What follows belongs to an exercise in optimizing a design on an open flow for small area, a short achievable clock period and few clock cycles; a production flow would make more cautious choices.
Function was checked by simulation only, so behaviour that the tests miss may differ from the original.
No activity file was given, so power comes from the tool's default toggle rates.

Design sw_align_top, start of the top module:
module sw_align_top #(
    parameter int   NUM_CELLS = sw_seq_pkg::NUM_CELLS_DEF,
    parameter int   SCORE_W   = sw_seq_pkg::SCORE_W_DEF,
    localparam int  CNT_W     = $clog2(NUM_CELLS + 1),   
    localparam int  IDX_W     = (NUM_CELLS > 1) ? $clog2(NUM_CELLS) : 1,
    localparam int  H_W       = SCORE_W - 1
) (
    input  logic                      clk,
    input  logic                      rst,
    input  logic                      start,
    input  logic        [CNT_W-1:0]   query_len,
    input  logic                      query_wr,
    input  logic        [1:0]         query_base,
    input  logic                      target_valid,
    input  logic        [1:0]         target_base,
    input  logic                      target_last,
    input  logic signed [SCORE_W-1:0] match_score,
    input  logic signed [SCORE_W-1:0] mismatch_score,
    input  logic signed [SCORE_W-1:0] gap_open,
    output logic                      busy,
    output logic                      done,
  ...
Size in the first run: about 4000 cells after synthesis, about 470 flip-flops, ~0.038 sq mm of cells after synthesis.
make LEC_CHECK=0 CAP_MARGIN=20 CORE_MARGIN=2 CORE_UTILIZATION=40 CTS_BUF_LIST=sky130_fd_sc_hd__clkbuf_16 CTS_CLUSTER_DIAMETER=80 CTS_CLUSTER_SIZE=20 SETUP_SLACK_MARGIN=5 SLEW_MARGIN=20 finish   # period 10.0 ns
run.sh (not shown) runs the stock make flow with config.mk's settings and CLKGATE_MAP_FILE= SYNTH_SCRIPT=/design/flow/synth_recipe.tcl, a recipe that flattens the netlist after the stock synthesis.
The baseline went through all stages and came out clean.
Testbench counts at the start, summed over its fixed seeds: cycles 23,229.
Edit:
Settings changed: ABC_AREA from default to 1.
Routed wire length went up by 2.0%.
Core utilization decreases by 2.0 points.
Combinational power grows to 3.0 times its value.
Edit:
Settings changed: ABC_AREA 1 to default, CAP_MARGIN 20 to 10, CTS_CLUSTER_DIAMETER 80 to 90, CTS_CLUSTER_SIZE 20 to 24, SLEW_MARGIN 20 to 10.
Design area went down by 1.1%.
Non-clock buffer count climbs by 105.
Hold slack gets better by 10 ps.
Via count went down by 13%.
Die area came out lower by 3.9%.
Fmax goes up by 0.94%.
Edit:
Settings changed: PLACE_DENSITY from default to 0.8.
Effect: The changed run passed the timing, DRC and antenna checks. Global-route usage went down by 1.1 points. Total power went down by about 2.2%. Count of clock-buffer cells in the layout went down by 3. Worst hold slack stays flat. Worst setup slack got worse by 190 ps. Via count went up by about 3.4%.

========
## job 3380
Another version of the RTL of sw_align_top (not shown whole).
Size in the first run: ~4200 cells after synthesis, ~61 I/O pins, ~42000 um2 of cells after synthesis.
clock: 10.0 ns
lec_check: 0
cap_margin: 20
core_margin: 2
core_utilization: 40
cts_buf_list: sky130_fd_sc_hd__clkbuf_16
cts_cluster_diameter: 100
cts_cluster_size: 28
setup_slack_margin: 5
slew_margin: 20
Job 3380 ended with every stage complete and zero timing, DRC or antenna violations.
Testbench counts of job 3380, summed over its fixed seeds: cycles 23,229.
Modified inputs, job 2297 compared to job 3380
- CTS_CLUSTER_DIAMETER now 80, was 100
- CTS_CLUSTER_SIZE now 20, was 28
### Flow results
Status: mean number of vias per cell parity (job 2297, job 3380). Job 2297 reports a higher cell count than job 3380 does. Job 2297 -> job 3380: synthesized area delta 0, exact match. Row hold-critical path depth: job 2297 lower / job 3380 higher. Job 3380 -> job 2297: fraction of synthesized cell area in xor and xnor cells delta 0, exact match. Total count of max-transition violations in the final report came out exactly the same in job 3380 and job 2297. Looking at the reports, job 2297 completed the entire flow and the layout it produced met the timing, DRC and antenna checks. Job 3380 went all the way through the flow, and no timing, DRC or antenna check failed. In the metrics for job 3380 and job 2297, the one carrying the lower share of layout cells above drive strength 1 is job 3380. | detailed-routed wire length on met3 | job 2297 vs job 3380 | 390 um higher |. Clock network fraction of total power | job 2297 above job 3380. Job 3380 → job 2297: critical path depth down 2, met1 layer wirelength in the final routing stayed essentially flat.
Edits applied to the flow inputs when going from job 2297 to job 7283:
- CTS_CLUSTER_SIZE no longer set, was 20
- CTS_CLUSTER_DIAMETER no longer set, was 80
- CTS_BUF_LIST no longer set, was sky130_fd_sc_hd__clkbuf_16
==> comparison <==
No run among job 7283 and job 2297 stopped early or left any final violation; all are clean.
Lower total of clock buffers placed in the layout among job 7283 and job 2297: job 2297
Summary — static leakage, job 7283 relative to job 2297: higher, by about 2%.
Against job 2297, job 7283 reports a clock network fraction of design power that is higher.
The maximum level of the CTS H-tree reported for job 7283 is greater than that of job 2297 by 1.
| arrival time of the worst setup path | job 7283 vs job 2297 | 0.02 ns lower |
Where switching power summed over all nets is concerned, job 2297 is better than job 7283.
Re die height: no difference whatsoever between job 7283 and job 2297.
When job 7283 is measured against job 2297, its total of cells resized after clock tree synthesis turns out 3.5% lower.

========
Another version of the RTL of sw_align_top (not shown whole).
Size: ~4700 cells after synthesis, roughly 600 flip-flops, about 0.044 mm² of cells after synthesis.
clock: 10.0 ns
lec_check: 0
cap_margin: 20
core_margin: 2
core_utilization: 60
setup_slack_margin: 5
slew_margin: 20
Testbench counts at the start, summed over its fixed seeds: cycles 23,229.
==> next run, changes <==
- CORE_UTILIZATION: 60 -> 40
- SETUP_SLACK_MARGIN: 5 -> not set
The new run completed with no timing, DRC or antenna violations.
Clock skew came out lower by 5.4 ps.
Routed wire length goes up slightly.
Area after synthesis stays the same.
Sequential share of layout area came out higher by 0.14 points.
Via count went down slightly.
Register-to-register slack gets worse by 680 ps.
First-iteration DRC count fell by a few percent.
Core utilization came out lower by 23 points.
Total power drops by a little under a tenth.
==> next run, changes <==
- SETUP_SLACK_MARGIN: not set -> 5
After rerunning: The changed run completed without violations. Global-route usage increases by 0.14 points. Worst setup slack improved by 1000 ps. Clock power stays flat. Worst hold slack stays flat. Routed wire length increases by 1.3%. Sequential share of layout area decreases by 0.34 points. Die area stays the same. Core utilization increases by 0.74 points.

========
Setup of run 1:
sw_align_top, a different RTL version from the one above (not shown whole).
Size in the first run: roughly 4100 cells after synthesis, roughly 61 I/O pins, roughly 40000 sq um of cells after synthesis.
Settings: LEC_CHECK=0, CAP_MARGIN=10, CORE_MARGIN=2, CORE_UTILIZATION=40, CTS_BUF_LIST=sky130_fd_sc_hd__clkbuf_16, CTS_CLUSTER_DIAMETER=80, CTS_CLUSTER_SIZE=20, SETUP_SLACK_MARGIN=5, SLEW_MARGIN=10, TNS_END_PERCENT=10; clock period 10.0 ns.
Run 1 completed every stage of the flow, and the final layout passed the timing, DRC and antenna checks.
Testbench counts of run 1, summed over its fixed seeds: cycles 23,229.
Here is what was changed in the inputs of run 4 compared with run 1.
Settings: SLEW_MARGIN now 20, was 10; TNS_END_PERCENT no longer set, was 10; CAP_MARGIN now 20, was 10.
Results
~same synthesized area in run 4 and run 1. In run 4, number of global-route vias before repair is higher than in run 1. Relative to run 1, cell area increased by 1.5% in run 4. For run 4, the top layer used by detailed routing was met5, unlike run 1, where it was met4. Clock skew: run 4 vs run 1, no meaningful difference. Compared with run 1, in run 4 total via count in the routed design moved up; count of clock-buffer cells in the layout has increased. Taking run 1 as the reference, in run 4 share of the cycle needed by the critical path after routing down 2.4 points; required arrival time at the worst endpoint up 2.41 ns; quantity of gates resized following cts up 16.

## re-timing with driven ports
The results above use ideal ports. As a check the final layouts listed here were re-extracted and re-timed, cells and wires unchanged. Step 1 assumes that a clkbuf_16 drives the clock port and a buf_2 every other input. Step 2 adds t to the input delays and takes it off the output delays; t is the mean of the earliest and latest rising clock arrival at the registers after step 1. Input paths then give back, and output paths get back, about the clock's delay inside the block. Slacks: ideal ports / drivers / drivers and shift; pairs: ideal ports / drivers.
run | t, ns | setup slack, ns | clock arrival spread, ns | slew at the worst register clock pin (ns)
the first run of note 1 | 0.669 | 5.116 / 5.048 / 5.139 | 0.033 / 0.033 | 0.10 / 0.10
the second run of note 1 | 0.691 | 5.053 / 4.984 / 5.348 | 0.059 / 0.059 | 0.09 / 0.09
the third run of note 1 | 0.709 | 5.099 / 5.034 / 5.132 | 0.051 / 0.051 | 0.10 / 0.10
the fourth run of note 1 | 0.689 | 4.908 / 4.908 / 4.908 | 0.045 / 0.045 | 0.10 / 0.10
job 3380 | 0.673 | 5.075 / 4.999 / 5.170 | 0.035 / 0.035 | 0.12 / 0.12
job 2297 | 0.720 | 5.080 / 5.008 / 5.156 | 0.050 / 0.049 | 0.10 / 0.10
job 7283 | 0.706 | 5.105 / 5.031 / 5.171 | 0.033 / 0.033 | 0.07 / 0.07
the first run of note 3 | 0.684 | 4.947 / 4.876 / 5.308 | 0.034 / 0.033 | 0.07 / 0.07
the second run of note 3 | 0.701 | 3.951 / 3.887 / 4.587 | 0.030 / 0.031 | 0.07 / 0.07
the third run of note 3 | 0.701 | 4.974 / 4.909 / 5.242 | 0.031 / 0.031 | 0.07 / 0.07
run 1 | 0.653 | 4.837 / 4.765 / 4.877 | 0.029 / 0.029 | 0.09 / 0.09
run 4 | 0.653 | 5.075 / 5.019 / 5.075 | 0.030 / 0.029 | 0.09 / 0.09
After both steps every run listed still meets setup and hold.
